This design comes from an exercise in tuning for a short achievable clock period, few clock cycles per item and low power on the open sky130 flow, not from production work.
Function was not checked in any run shown here: the RTL went through the layout flow alone.
No activity file was given, so power comes from the tool's default toggle rates.

==> flow/design.v (outline; a module is shown in full before it is edited, if it fits) <==
// module fp_round: 86 lines
// module fmul_pipe: 1810 lines
module fmul_pipe
#(
    parameter int EXP   = 8,
    parameter int FRAC  = 23,
    parameter int WIDTH = EXP + FRAC + 1
) (
    input  logic              clk,
    input  logic              rst,
    input  logic              in_valid,
    output logic              in_ready,
    input  logic [WIDTH-1:0]  a,
    input  logic [WIDTH-1:0]  b,
    input  logic [1:0]        round_mode,
    output logic              out_valid,
    input  logic              out_ready,
    output logic [WIDTH-1:0]  r,
    output logic [NFLAGS-1:0] flags
);
  // ...
==> flow/run.sh <==
#!/bin/bash
# synth_recipe.tcl (not shown) runs the flow's synth.tcl, then flattens the netlist and writes it again
# the make line also repeats each setting of config.mk as NAME=value (left out here)
make -C /OpenROAD-flow-scripts/flow DESIGN_CONFIG=/design/flow/config.mk WORK_HOME=/design/flow/orfs CLKGATE_MAP_FILE= SYNTH_SCRIPT=/design/flow/synth_recipe.tcl finish
==> flow/config.mk <==
export PLATFORM = sky130hd
export DESIGN_NAME = fmul_pipe
export DESIGN_NICKNAME = fmul_pipe
export VERILOG_FILES = /design/flow/design.v
export SDC_FILE = /design/flow/constraint.sdc
export NUM_CORES = 4
export LEC_CHECK = 0
export CAP_MARGIN = 20
export CORE_MARGIN = 2
export CORE_UTILIZATION = 40
export SETUP_SLACK_MARGIN = 4.5
export SLEW_MARGIN = 20
==> flow/constraint.sdc <==
create_clock -name core_clock -period 8.0 [get_ports {clk}]
set_input_delay 1.6000 -clock core_clock [delete_from_list [all_inputs] [get_ports {clk}]]
set_output_delay 1.6000 -clock core_clock [all_outputs]
set_load 0.01 [all_outputs]
==> results list, run 1 <==
- The flow ran to the end and the layout has no timing, DRC or antenna violations.
- Post-CTS Setup Bufs: 295
* Final setup violation count: 0
- Synth top area cells: fa_1 28%, edfxtp_1 15%, dfxtp_1 13%
- In the finished design the tool counted flip-flops and latches totalling 429.
- Of the total standard cell area in the layout, the multi-input combinational portion is 0.522.
* Placement-stage worst setup slack: between 1500 and 2000 ps
- Post-synth design cell area: 0.0354 sq mm
* Setup repair after global routing missed its margin: true
- The clock drives between 400 and 500 sinks.
- Ys Warns: 3
- Clk tree area frac: 0.0374
* Setup slack on the worst flop-to-flop path: ~3600 ps
- The layer flagged by global routing as most heavily used is met2.
- The share of total power dissipated in sequential elements is 0.267.
- Yosys mapped a number of flops with a built-in enable equal to 180.
- Share of the cycle needed by the critical path after routing: 0.611
- After detailed routing, the number of vias per cell comes to 5.30.
- The multi-input combinational cells in the finished layout cover a total of about 0.024 sq mm.
- For hold timing, the worst endpoint is rne_E$_DFF_P_.
* Comb group: 7990 uW
- Power in the clock group: 2340 uW
- Bufs and invs on worst path: 8
- Once layout is complete, the cells apart from fillers number 5,090.
* F_max: ~200 MHz
* Ant diodes: 6
- The worst hold path passes through 0 cells.
==> run 2, diff against run 1 <==
--- a/flow/design.v
+++ b/flow/design.v
@@ -157,36 +157,40 @@
         end
     end
     logic w_rne, w_dirup;
     assign w_rne   = (round_mode == 2'd0);
     assign w_dirup = (round_mode == 2'd3 & ~(a[31] ^ b[31])) | (round_mode == 2'd2 & (a[31] ^ b[31]));
     logic [23:0] nma, nmb;
     assign nma = ma << lza;
     assign nmb = mb << lzb;
-    logic [9:0] w_e0;
-    assign w_e0 = w_esum - 10'(lza) - 10'(lzb);
     logic v0;
     always_ff @(posedge clk or posedge rst)
         if (rst) v0 <= 1'b0;
         else v0 <= acc;
+    logic [9:0] esum_B;
+    always_ff @(posedge clk) esum_B <= w_esum;
+    logic [4:0] lza_B;
+    always_ff @(posedge clk) lza_B <= lza;
+    logic [4:0] lzb_B;
+    always_ff @(posedge clk) lzb_B <= lzb;
     logic sgn_B;
     always_ff @(posedge clk) sgn_B <= a[31] ^ b[31];
     logic rne_B;
     always_ff @(posedge clk) rne_B <= w_rne;
     logic dirup_B;
     always_ff @(posedge clk) dirup_B <= w_dirup;
     logic spec_B;
     always_ff @(posedge clk) spec_B <= w_spec;
     logic nan_B;
     always_ff @(posedge clk) nan_B <= w_nan;
     logic inf_B;
     always_ff @(posedge clk) inf_B <= w_inf;
     logic [9:0] e0_B;
-    always_ff @(posedge clk) e0_B <= w_e0;
+    assign e0_B = esum_B - 10'(lza_B) - 10'(lzb_B);
     logic [22:0] xa_B;
     always_ff @(posedge clk) xa_B <= nma[22:0];
     logic [22:0] xb_B;
     always_ff @(posedge clk) xb_B <= nmb[22:0];
     logic t1, t2;
     assign t1 = (xa_B[0] & xb_B[19]) ^ (xa_B[1] & xb_B[18]);
     assign t2 = (xa_B[0] & xb_B[19]) & (xa_B[1] & xb_B[18]);
     logic t3, t4;
==> run 2 against run 1 <==
Against the previous run: global-route usage shrank 1.7 points; register-to-register slack is essentially flat; combinational power fell by 2%; via count fell by 3.9%; sequential share of layout area up 1.3 points; fmax rose by 11%; clock power is 6% lower; power shrank 1.3%; worst hold slack better by 3.8 ps; highest routed layer is now met5; first-iteration DRC count fell by 17%.
==> results list, run 2 <==
- Setup repair after global routing missed its margin: true (unchanged)
- Synth top area cells: fa_1 28%, edfxtp_1 15%, dfxtp_1 14% (was fa_1 28%, edfxtp_1 15%, dfxtp_1 13%).
- Cell count of the worst reg-to-reg path: 12 (was 13)
- Post-route cell area: 0.0437 sq mm (was 0.0452 sq mm)
* Count of clock tree sinks: 439 (was 429)
- The largest fanout on the critical path is 6 (was 3).
- Iter 0 DRT Violations: 1,971 (was 2,385)
- TritonCTS clock tree: done (unchanged)
* Core utilization of the finished layout: 0.496 (was 0.513)
- Core Rows: 109 (unchanged)
- Top FF cell, synth: dfxtp_1 (unchanged)
- The final weighted congestion of routability-driven global placement is 0.865 (was 0.845).
- The floorplan core area is 0.0881 sq mm (unchanged).
- The met3 routing resource usage after global routing came to 0.0401 (was 0.0478).
- The setup TNS was 0 ps (unchanged).
- The via count of the routed design was 25,900 (was 27,000).
- The routing usage on met2 is 0.367 (was 0.389).
- Bufs and invs on worst path: 4 (was 8)
- The global route total overflow came to 0 (unchanged).
- Share of flip-flops with an asynchronous set or reset after synthesis: 0.0387 (was 0.0396)
- The number of antenna-violating nets in the routed design is 0 (unchanged).
* Number of global-route vias before repair: 26,400 (was 27,700)
* Most numerous cell in the Yosys netlist: inv_1 (unchanged)
* Element type at the critical path start: flop (was input port)
- Final setup violation count: 0 (unchanged)
- The leading cell type in the layout, fill and taps excluded is inv_1 (unchanged).
- Number of buffer cells added on primary ports: 107 (unchanged)
* End of the worst register-to-register path: r1_E[29]$_DFF_P_ (unchanged)
- I/O pin cnt: 109 (unchanged)
- The minimum hold slack is 331 ps (was 327 ps).
- The initial antenna violation count came to 8 (was 7).
- The number of enable-type register cells in the synthesized netlist came to 180 (unchanged).
- Cell depth of the worst hold path: 0 (unchanged)
* Portion of the post-synthesis area used by sequential elements: 0.301 (was 0.296)
* Power per cell area: 318 mW/mm^2 (was 312 mW/mm^2)
* Busiest layer in global routing: met2 (unchanged)
* Critical setup path kind: reg -> reg (was in -> reg)
- Minimum clock period after layout: 4390 ps (was 4890 ps)
* Worst min-delay path startpoint: sgn_E$_DFF_P_ (was rne_B$_DFF_P_)
- Count of unresolved DRC violations after routing: 0 (unchanged)
- The worst ir drop on vdd is 0.269 mV (was 0.329 mV).
- The routed wirelength normalized by instance count is 20.8 microns (was 21.9 microns).
* Number of maximum-capacitance constraint violations: 0 (unchanged)
* Cell Chain, Critical Path: buf_12 > nand2_4 > fa_2 > fa_2 > fa_1 > inv_2 > fa_2 > inv_2 > fa_2 > fa_2 > inv_2 > fa_2 (was buf_12 > or4_4 > buf_6 > nor3_4 > and3_4 > clkinvlp_4 > fa_1 > fa_1 > ha_4 > ha_4 > a21oi_4 > buf_4 > buf_6 > buf_4 > buf_4 > buf_6 > xnor2_1)
- The proportion of netlist area held by the largest area contributor is 0.277 (was 0.280).
- Overall track demand over capacity in global routing: 0.226 (was 0.243)
* Final Hold Fails: 0 (unchanged)
- Top Registers: bq (144), r0_E (47), r1_E (45) (unchanged).
* Outcome: timing/DRC/antenna clean (unchanged)
- The area of the mapped netlist came to 0.0355 sq mm (was 0.0354 sq mm).
* Global Route met1 Usage: 0.296 (was 0.323)
- Initial Util: 0.403 (was 0.402)
* Synthesis-stage register bit count: 439 (was 429)
- The first-pass iteration count of the detailed router is 6 (was 7).
- The post-synthesis cell type count came to 88 (was 90).
- Slew headroom: 0.394 (was 0.246)
- The fraction of layout cells with a size suffix above 1 was 0.240 (was 0.281).
- The max-slew violation count came to 0 (unchanged).
* Half-perimeter wire length after placement: 62.9 mm (was 64.0 mm)
* Register cell area after layout: 0.0108 sq mm (was 0.0106 sq mm)
* Setup slack on the worst flop-to-flop path: 3610 ps (about the same)
- Commonest cells post-synth: 694 x inv_1, 491 x fa_1, 374 x and2_1, 263 x nand2_1, 242 x dfxtp_1 (was 706 x inv_1, 496 x fa_1, 373 x and2_1, 311 x nand2_1, 232 x dfxtp_1).
* CTS H-tree lvls: 2 (unchanged)
- The synthesized netlist net count is 4,248 (was 4,211).
* Buffer depth of the longest clock path: 3 (unchanged)
- The clock tree root buffer cell is clkbuf_16 (unchanged).
- Slew at the pin closest to its max-slew limit: 910 ps (was 1130 ps)
- Largest delay contributor family on the critical path: adder cells (unchanged)
- The final clock period utilization by the worst path came to 0.549 (was 0.611).
* Top register by number of flip-flops: bq (unchanged)
- Num CTS Buffers: 46 (was 47)
- The cell taking the most area after synthesis is fa_1 (unchanged).
- Fillers: 7,954 (was 7,801)
- The number of flip-flops in the largest register came to 144 (unchanged).
- The clock latency on the worst-skew pair came to 590 ps (about the same).
* Worst setup EP type: flop (unchanged)
* Most frequent cells in the layout: 587 x inv_1, 352 x fa_1, 312 x and2_1, 227 x nand2_1, 200 x dfxtp_1 (was 595 x inv_1, 351 x fa_1, 314 x and2_1, 277 x nand2_1, 192 x dfxtp_1)
- DIE HEIGHT: 302 microns (about the same)
- The count of hold buffers inserted by post-cts repair is 0 (unchanged).
* F_max: 228 MHz (was 204 MHz)
* Overall die area: 0.0911 sq mm (was 0.0909 sq mm)
- The number of placed instances with taps included is 4,666 (was 4,645).
* Maximum number of pins on one net before global-route repair: 75 (was 73)
* CTS clk-pin slew, worst paths: 60 ps (about the same)
- Ys Warns: 3 (unchanged)
* Final cell count without fillers: 4,991 (was 5,090)
- Final wirelength: 104 mm (was 112 mm)
- The worst clock skew is 54.9 ps (was 20.0 ps).
- Cell at the slowest stage of the critical path: fa_2 (was fa_1)
- The area occupied by multi-input gates came to 0.0231 sq mm (was 0.0236 sq mm).
* First-pass GRT wire length: 157 mm (was 168 mm)
- The arrival time of data at the critical path endpoint is 4880 ps (was 5370 ps).
- The number of standard cells after synthesis is 3,550 (was 3,514).
* Synthesized area per cell: 10.0 sq um (was 10.1 sq um)
- The worst flop-to-flop path startpoint was xa_B[8]$_SDFF_PP0_ (was xa_B[7]$_SDFF_PP0_).
- The largest incremental delay on the critical path was 580 ps (was 590 ps).
- The worst-case hold path end point is sgn_F$_DFF_P_ (was rne_E$_DFF_P_).
- Layout-stage area growth over the synthesis result: 23.1% (was 27.6%)
- Final layout net count: 4,484 (was 4,577)
- The via-per-instance ratio is 5.19 (was 5.30).
- The class of the tightest hold or removal check is reg -> reg (unchanged).
* Static Leakage: 0.0192 uW (was 0.0201 uW)
- The horizontal die dimension came to 302 microns (about the same).
- The data required time at the worst endpoint was 8480 ps (about the same).
- The placed cell area was 0.0380 sq mm (was 0.0383 sq mm).
- In this design, the critical path's most frequently occurring cell is fa_2.
run 2: cell types whose count changed after synthesis, moves of 13 or more:
cell	before	now
a211oi_1	18	45
a21oi_1	94	118
mux4_2	13	0
nand2_1	311	263
nor2_1	129	175
o211a_1	34	0
o21ai_0	48	65
run 2: power by group:
part | internal, uW | switching (uW)
Combinational | 3320 | 4540
Clock | 1270 | 939
Sequential | 3400 | 435
run 2: worst register-to-register path: cells and delay by family (launching register included):
kind	cells	cell delay [ps]
adders and majority gates	7	3530
DFF	1	460
buffers and inverters	4	260
and+or+nand+nor	1	40
run 2: cells by family after synthesis:
group	synth area share
xor+xnor	0.0232
mux	0.0268
fa+ha+maj	0.325
simple gates	0.144
flops	0.301
other cells	0.000106
buf+inv	0.0957
compound gates	0.0844
run 2: layer usage:
layer	part of all wire	vias to the layer above
met1	0.41	12900
met4	0.059	2
li1	-	11700
met2	0.46	1032
met5	0.00014	-
met3	0.074	321
run 2: worst max-delay path by stage:
stage	start	to	slack, ps	cells after the start
2_1_floorplan	xa_B[10]$_SDFF_PP0_	r1_E[25]$_DFF_P_	3820	13
3_3_place_gp	b[27]	xb_B[20]$_DFF_P_	2500	10
3_5_place_dp	b[27]	xb_B[20]$_DFF_P_	2470	10
4_1_cts	xa_B[8]$_SDFF_PP0_	r1_E[26]$_DFF_P_	3640	12
5_1_grt	xa_B[5]$_SDFF_PP0_	r1_E[27]$_DFF_P_	3520	13
6_report	xa_B[8]$_SDFF_PP0_	r1_E[29]$_DFF_P_	3610	12
run 2: repair_timing:
action	CTS	global route
endpoints found under the hold margin	0	0
resized for setup	465	201
pin swaps	140	112
buffers inserted	175	49
endpoints found under the setup margin	358	154
cloned	11	2
run 2: cell type report:
cell class,count,area share
Tap cell,1165,0.0334
Clock inverter,28,0.00621
Sequential cell,439,0.248
Inverter,698,0.0605
Multi-Input combinational cell,2240,0.530
Antenna cell,2,0.000115
Timing Repair Buffer,360,0.0925
Timing Repair inverter,1,0.000172
Clock buffer,58,0.0300
run 2: per-stage QoR:
stage | total power [uW] | setup slack (ps)
finish | 13900 | 3610
global route | 15100 | 3520
CTS | 13800 | 3640
detailed placement | 11200 | 2470
global placement | 11100 | 2500
floorplan | 8620 | 3820
==> run 3, diff against run 2 <==
--- a/flow/config.mk
+++ b/flow/config.mk
@@ -7,6 +7,7 @@
 export LEC_CHECK = 0
 export CAP_MARGIN = 20
 export CORE_MARGIN = 2
-export CORE_UTILIZATION = 40
+export CORE_UTILIZATION = 65
+export PLACE_DENSITY = 0.75
 export SETUP_SLACK_MARGIN = 4.5
 export SLEW_MARGIN = 20
==> run 3 against run 2 <==
Against the previous run: sequential power is 2% higher; fmax is 1.1% lower; largest power group unchanged; power is 0.10% higher; via count is 5.2% higher; global-route usage is 15 points higher; non-clock buffer count is 37 lower; synthesized cell count stayed put; first-iteration DRC count is 23% higher.
==> results list, run 3 <==
- Outcome: timing/DRC/antenna clean (unchanged)
- Synthesis-stage register bit count: 439 (unchanged)
* Setup repair after global routing missed its margin: true (unchanged)
* Slew headroom: 0.275 (was 0.394)
* Worst clock skew on the final layout: 39.8 ps (was 54.9 ps)
* Fillers: 3,297 (was 7,954)
- The final clock period utilization by the worst path was 0.555 (was 0.549).
* Commonest non-fill, non-tap cell in the layout: inv_1 (unchanged)
- The post-route DRC violation count is 0 (unchanged).
- Bufs and invs on worst path: 4 (unchanged)
- Minimum clock period after layout: 4440 ps (was 4390 ps)
- CTS hold repair buffers: 0 (unchanged)
- The first-pass iteration count of the detailed router is 8 (was 6).
- Ys Warns: 3 (unchanged)
- The number of port buffers was 107 (unchanged).
- Slew at the pin closest to its max-slew limit: 1090 ps (was 910 ps)
- The sequential cell area is 0.0108 sq mm (about the same).
- Layout-stage area growth over the synthesis result: 20.8% (was 23.1%)
- The aggregate global-route resource usage came to 0.378 (was 0.226).
- Initial Util: 0.658 (was 0.403)
- The launching element type of the critical path is a flop (unchanged).
* Number of maximum-capacitance constraint violations: 0 (unchanged)
- Number of max-slew violations in the final report: 0 (unchanged)
* Antenna Violating Nets Remaining: 0 (unchanged)
- The CTS tree is done (unchanged).
- The number of clock buffers inserted by TritonCTS came to 47 (was 46).
- Worst setup EP type: flop (unchanged)
- Half-perimeter wire length after placement: 64.1 mm (was 62.9 mm)
- Top FF cell, synth: dfxtp_1 (unchanged)
- The clock slew seen by the registers of the worst setup and hold paths came to 70 ps (was 60 ps).
- The largest net degree at the start of global routing was 75 (unchanged).
- Share of cells above drive strength 1: 0.225 (was 0.240)
- The largest incremental delay on the critical path was 570 ps (was 580 ps).
* Portion of the post-synthesis area used by sequential elements: 0.301 (unchanged)
- Insertion delay of the later-clocked pin in the worst-skew pair: 620 ps (was 590 ps)
- Overall die area: 0.0565 sq mm (was 0.0911 sq mm)
- Data arrival time at the worst-slack endpoint: 4910 ps (was 4880 ps)
- Remaining Overflow, GRT: 0 (unchanged)
* Vias per Instance: 6.07 (was 5.19)
* Critical setup path kind: reg -> reg (unchanged)
- The number of flip-flops in the largest register is 144 (unchanged).
- The worst ir drop on vdd came to 0.268 mV (was 0.269 mV).
- Iter 0 DRT Violations: 2,425 (was 1,971)
* Vias after detailed routing: 27,300 (was 25,900)
* Synthesized area per cell: 10.0 sq um (unchanged)
* Placed Area: 0.0374 sq mm (was 0.0380 sq mm)
- F_max: 225 MHz (was 228 MHz)
- The final weighted congestion of routability-driven global placement was 0.902 (was 0.865).
* Syn nets: 4,248 (unchanged)
* Data required time at the worst endpoint: 8470 ps (was 8480 ps)
- The leakage dissipation is 0.0190 uW (was 0.0192 uW).
- Share of the synthesized area in the top cell type: 0.277 (unchanged)
* Per-cell routed wire length: 24.1 microns (was 20.8 microns)
- Top Registers: bq (144), r0_E (47), r1_E (45) (unchanged)
* Largest delay contributor family on the critical path: adder cells (unchanged)
- Instance count on the critical path: 12 (unchanged)
- Area used by multi-input combinational logic: 0.0231 sq mm (about the same)
- Most frequent cells in the layout: 605 x inv_1, 356 x fa_1, 308 x and2_1, 236 x nand2_1, 201 x dfxtp_1 (was 587 x inv_1, 352 x fa_1, 312 x and2_1, 227 x nand2_1, 200 x dfxtp_1).
- Power per cell area: 325 mW/mm^2 (was 318 mW/mm^2)
- The area of the mapped netlist is 0.0355 sq mm (unchanged).
- The overall die height came to 238 microns (was 302 microns).
- Most numerous cell in the Yosys netlist: inv_1 (unchanged)
- The number of sinks on the clock net is 439 (unchanged).
- The initial antenna violation count was 7 (was 8).
- Top register by number of flip-flops: bq (unchanged)
- Overall Power: 13,900 uW (about the same)
* Sum Neg Setup Slack: 0 ps (unchanged)
- Cell depth of the worst hold path: 0 (unchanged)
* Area of the core region: 0.0539 sq mm (was 0.0881 sq mm)
* Final Hold Fails: 0 (unchanged)
* Cell at the slowest stage of the critical path: fa_1 (was fa_2)
- Synth top area cells: fa_1 28%, edfxtp_1 15%, dfxtp_1 14% (unchanged).
- The deepest clock path buffer count was 3 (unchanged).
- The via count of the first global-routing pass came to 28,000 (was 26,400).
- Area leader, netlist: fa_1 (unchanged)
- Final layout net count: 4,447 (was 4,484)
* Cell count of the worst reg-to-reg path: 12 (unchanged)
- The post-synthesis async set-or-reset flop share is 0.0387 (unchanged).
* Die X: 238 microns (was 302 microns)
* I/O pin cnt: 109 (unchanged)
- The class of the tightest hold or removal check is reg -> reg (unchanged).
* Crit path max fanout: 12 (was 6)
* Number of enable flip-flop cells after synthesis: 180 (unchanged)
- The post-synthesis cell type count was 88 (unchanged).
- CTS H-tree lvls: 2 (unchanged)
- Cell Chain, Critical Path: and2_4 > fa_1 > fa_1 > inv_2 > fa_1 > inv_2 > fa_2 > inv_2 > fa_2 > fa_1 > inv_2 > fa_1 (was buf_12 > nand2_4 > fa_2 > fa_2 > fa_1 > inv_2 > fa_2 > inv_2 > fa_2 > fa_2 > inv_2 > fa_2).
- Final wirelength: 108 mm (was 104 mm)
* First-pass GRT wire length: 160 mm (was 157 mm)
- The number of standard cells after synthesis came to 3,550 (unchanged).
- Most common cell on crit path: fa_1 (was fa_2)
- Post-route cell area: 0.0429 sq mm (was 0.0437 sq mm)
- Commonest cells post-synth: 694 x inv_1, 491 x fa_1, 374 x and2_1, 263 x nand2_1, 242 x dfxtp_1 (unchanged).
- The clock tree root buffer cell is clkbuf_16 (unchanged).
- The number of core rows came to 85 (was 109).
- Final setup violation count: 0 (unchanged)
## run 3: cell types whose count changed in the layout (fill, tap and decap cells not counted), moves of 9 or more
cell     previous run  this run
buf_6              66        56
inv_1             587       605
inv_2             104        86
a21oi_2            20        11
nand2_1           227       236
buf_4             123       105
## run 3: final timing paths
check | startpoint | slack (ps) | to
hold / removal | inf_E$_DFF_P_ | 320 | inf_F$_DFF_P_
max in group asynchronous | rst | 6180 | hv$_DFF_PP0_
setup reg to reg | xb_B[18]$_DFF_P_ | 3560 | r1_E[27]$_DFF_P_
hold reg to reg | inf_E$_DFF_P_ | 320 | inf_F$_DFF_P_
min in group asynchronous | rst | 1380 | rp[1]$_DFFE_PP0P_
setup / recovery | xb_B[18]$_DFF_P_ | 3560 | r1_E[27]$_DFF_P_
## run 3: area by class of cell
class,instances,area share
multi-input cells,2239,0.538
flip-flops and latches,439,0.253
repair buffers,323,0.0853
inverters,698,0.0616
clock buffers,65,0.0336
well taps,696,0.0203
clock inverters,23,0.00788
diodes,4,0.000234
repair inverters,1,0.000175
## run 3: timing repair
action                                  in CTS  in global routing
setup buffers                              144                 44
pin swaps                                  130                 86
gates resized for setup                    409                194
endpoints found under the setup margin     389                167
cloned                                      10                  2
## run 3: layer usage
| metal | global-route usage | share of wire |
|---|---|---|
| met5 | 0 | 0 |
| met2 | 0.622 | 0.47 |
| met1 | 0.463 | 0.35 |
| met4 | 0.208 | 0.068 |
| met3 | 0.0898 | 0.11 |
## run 3: logic make-up after synthesis
group	after synthesis	share of synthesized area
and+or+nand+nor	985	0.144
buffers and inverters	875	0.0957
adders and majority gates	628	0.325
DFF	439	0.301
AOI/OAI and AO/OA	435	0.0844
xor gates and xnor gates	94	0.0232
muxes	93	0.0268
other	1	0.000106
## run 3: per-stage QoR
step | hold WS [ps] | cells | util | setup WS, ps
2_1_floorplan | 310 | 3550 | - | 3820
3_3_place_gp | 310 | 4196 | 0.694 | 2610
3_5_place_dp | 313 | 4196 | 0.694 | 2510
4_1_cts | 304 | 4438 | 0.776 | 3650
5_1_grt | 318 | 4486 | 0.795 | 3500
6_report | 321 | 4488 | 0.795 | 3560
## run 3: power by group
part | internal (uW) | switching, uW | leakage (uW)
clock | 1440 | 961 | 0.000864
combinational | 3190 | 4420 | 0.0143
sequential | 3410 | 495 | 0.00391
total | 8050 | 5870 | 0.0190

[what the ideal ports hide]
Ports are ideal in the flow. The routed layouts listed here were re-timed in OpenROAD. Step 1 sets driving cells, clkbuf_16 on the clock port and buf_2 on the other inputs (assumed; they add their load-dependent delay and slew). Step 2 moves the port delays by t, midway between the first and last clock arrival at a register: inputs arrive t later, outputs are due t later. That takes back most of the time a late clock gives input paths. Three values: ideal, step 1, step 2; two values: the first two.
| run | t (ns) | setup slack, ns | worst register clock-pin slew, ns |
|---|---|---|---|
| run 1 | 0.649 | 3.110 / 3.131 / 2.483 | 0.07 / 0.07 |
| run 2 | 0.633 | 3.605 / 3.605 / 3.549 | 0.07 / 0.07 |
| run 3 | 0.667 | 3.559 / 3.559 / 3.379 | 0.07 / 0.07 |
After both steps every run listed still meets setup and hold. The setup slack of run 1, which loses most, moves by +0.021 ns with the drivers and by -0.627 ns with both steps.
